Background: an optimization exercise with open tools, aiming at small area and few clock cycles. Do not read the settings as production practice.
The RTL was checked by simulation tests, not by an equivalence proof against the original design.
Power and IR drop assume default switching activity.

== main ==
Design ex_subsystem, start of the top module:
module ex_subsystem (
  input  logic                  clk,
  input  logic                  rst,
  input  logic                  in_valid,
  input  rv32i_pkg::rv32i_word  in_pc,
  input  rv32i_pkg::rv32i_word  in_instruction,
  input  rv32i_pkg::rv32i_word  in_rs1_data,
  input  rv32i_pkg::rv32i_word  in_rs2_data,
  output logic                  in_ready,
  output logic                  br_taken,
  output logic [1:0]            pcmux_sel,
  output rv32i_pkg::rv32i_word  alu_out_to_pc,
  input  logic                  mem_ready,
  output logic                  mem_valid,
  output rv32i_pkg::rv32i_word  mem_addr,
  output logic                  mem_read,
  output logic                  mem_write,
  output logic [3:0]            mem_byte_enable,
  output rv32i_pkg::rv32i_word  mem_wdata
);
==> flow/config.mk <==
export PLATFORM = sky130hd
export DESIGN_NAME = ex_subsystem
export DESIGN_NICKNAME = ex_subsystem
export VERILOG_FILES = /design/flow/design.v
export SDC_FILE = /design/flow/constraint.sdc
export NUM_CORES = 4
export LEC_CHECK = 0
export ABC_AREA = 1
export CAP_MARGIN = 20
export CORE_MARGIN = 2
export CORE_UTILIZATION = 60
export SLEW_MARGIN = 20
==> flow/constraint.sdc <==
create_clock -name core_clock -period 10.0 [get_ports {clk}]
set_input_delay 2.0000 -clock core_clock [delete_from_list [all_inputs] [get_ports {clk}]]
set_output_delay 2.0000 -clock core_clock [all_outputs]
set_load 0.01 [all_outputs]
standard.sh (not shown) runs the stock make flow with config.mk's settings and CLKGATE_MAP_FILE= SYNTH_SCRIPT=/design/flow/synth_recipe.tcl, a recipe that flattens the netlist after the stock synthesis.
==> flow/flow/run.sh <==
#!/bin/bash
# The standard layout (standard.sh), with three changes:
#  - synthesis maps with an area-oriented ABC script (flow/abc_area.script,
#    picked through ABC_AREA=1 from a copy of the ORFS scripts folder);
#  - no full/half adder extraction before ABC (ADDER_MAP_FILE empty);
#  - the port buffers are the smallest buffer cell.
# Registers are untouched: ABC runs on the combinational logic only.
set -euo pipefail
here=$(pwd)
rm -rf "$here/own_scripts"
cp -r "$FLOW_HOME/scripts" "$here/own_scripts"
cp "$here/flow/abc_area.script" "$here/own_scripts/abc_area.script"
bash "$here/standard.sh" \
  "SCRIPTS_DIR=$here/own_scripts" \
  "ADDER_MAP_FILE=" \
  "BUFFER_PORTS_ARGS=-buffer_cell sky130_fd_sc_hd__buf_1" \
  finish > "$here/make_finish.log" 2>&1
==> flow/flow/abc_area.script <==
strash
dch
amap
topo
The final layout from main, which completed every stage, passed the timing, design-rule and antenna checks at the end of the flow.
Testbench counts of main, summed over its fixed seeds: cycles 27,746.
### main -> the feature branch
-- flow/config.mk --
<<< main, line 12
>>> the feature branch, line 12
export CTS_BUF_LIST = sky130_fd_sc_hd__clkbuf_8
## What came out
Looking only at switching part of the total, and setting everything else aside, the higher value of main and the feature branch goes to the feature branch.
Changes observed in the feature branch relative to main: overall power after layout dropped 8.0%; data arrival time of the critical path increased by 30 ps relative to the old numbers.
Compared with main, in the feature branch count of clock-buffer cells in the layout fell by 1, wire length of the first global-routing pass has remained practically unchanged, sequential share of layout area rose by 0.24 points, first-pass iteration count of the detailed router higher.
Share of flip-flops with an asynchronous set or reset: the feature branch vs main identical

---

ex_subsystem, a different RTL version from the one above (not shown whole).
For scale: roughly 68 flip-flops, ~240 I/O pins, about 7400 µm² of cells after synthesis.
clock: 10.0 ns
lec_check: 0
abc_area: 1
cap_margin: 20
core_margin: 2
core_utilization: 60
cts_buf_list: sky130_fd_sc_hd__clkbuf_8
slew_margin: 20
==> flow/flow/run.sh <==
#!/bin/bash
# The standard layout (standard.sh), with three changes:
#  - synthesis maps with an area-oriented ABC script (flow/abc_area.script,
#    picked through ABC_AREA=1 from a copy of the ORFS scripts folder);
#  - no full/half adder extraction before ABC (ADDER_MAP_FILE empty);
#  - the port buffers are the smallest buffer cell;
#  - clock tree synthesis with clkbuf_8 only and no dummy loads.
# Registers are untouched: ABC runs on the combinational logic only.
set -euo pipefail
here=$(pwd)
rm -rf "$here/own_scripts"
cp -r "$FLOW_HOME/scripts" "$here/own_scripts"
cp "$here/flow/abc_area.script" "$here/own_scripts/abc_area.script"
bash "$here/standard.sh" \
  "SCRIPTS_DIR=$here/own_scripts" \
  "ADDER_MAP_FILE=" \
  "BUFFER_PORTS_ARGS=-buffer_cell sky130_fd_sc_hd__buf_1" \
  "CTS_ARGS=-sink_clustering_enable -repair_clock_nets -buf_list sky130_fd_sc_hd__clkbuf_8 -dont_use_dummy_load" \
  finish > "$here/make_finish.log" 2>&1
Scripts as last shown in full above: flow/flow/abc_area.script
Testbench counts at the start, summed over its fixed seeds: cycles 27,746.
==> next run, changes <==
--- a/flow/flow/run.sh
+++ b/flow/flow/run.sh
@@ -4,6 +4,5 @@
 #    picked through ABC_AREA=1 from a copy of the ORFS scripts folder);
 #  - no full/half adder extraction before ABC (ADDER_MAP_FILE empty);
-#  - the port buffers are the smallest buffer cell;
-#  - clock tree synthesis with clkbuf_8 only and no dummy loads.
+#  - the port buffers are the smallest buffer cell.
 # Registers are untouched: ABC runs on the combinational logic only.
 set -euo pipefail
@@ -16,4 +15,3 @@
   "ADDER_MAP_FILE=" \
   "BUFFER_PORTS_ARGS=-buffer_cell sky130_fd_sc_hd__buf_1" \
-  "CTS_ARGS=-sink_clustering_enable -repair_clock_nets -buf_list sky130_fd_sc_hd__clkbuf_8 -dont_use_dummy_load" \
   finish > "$here/make_finish.log" 2>&1
The changed run completed with no timing, DRC or antenna violations.
Routed wire length is higher by 0.38%.
Worst setup slack improves by 0.052 ns.
Cell count rises by about 0.4%.

==> afterwards: timing with drivers on the ports <==
No port has a modelled driver above. Below, the same layouts with a new extraction and two added sets of constraints. Step 1 (the two cells are an assumption about what drives the block):
set clk [get_ports {clk}]
set_driving_cell -lib_cell sky130_fd_sc_hd__clkbuf_16 $clk
set_driving_cell -lib_cell sky130_fd_sc_hd__buf_2 [delete_from_list [all_inputs] $clk]
Step 2 moves the port delays by t, midway between the first and last clock arrival at a register: inputs arrive t later, outputs are due t later. That takes back most of the time a late clock gives input paths. a / b / c = no drivers / after step 1 / after step 2; a / b = the first two.
| run | t (ns) | setup WS [ns] | hold WS [ns] | worst setup path after step 2 | worst data-port slew with drivers (ns) |
|---|---|---|---|---|---|
| main | 0.393 | 0.489 / 0.468 / 0.468 | 0.919 / 0.919 / 0.919 | input to output | 0.05 |
| the feature branch | 0.409 | 0.459 / 0.437 / 0.437 | 0.918 / 0.918 / 0.918 | input to output | 0.06 |
| the first run of note 2 | 0.410 | 0.286 / 0.262 / 0.262 | 1.149 / 1.149 / 1.149 | input to output | 0.06 |
| the second run of note 2 | 0.426 | 0.338 / 0.317 / 0.317 | 1.144 / 1.144 / 1.144 | input to output | 0.06 |
After both steps setup and hold are still met in every run listed. The setup slack of the first run of note 2, which loses most, moves by -0.024 ns with the drivers and by -0.024 ns with both steps.
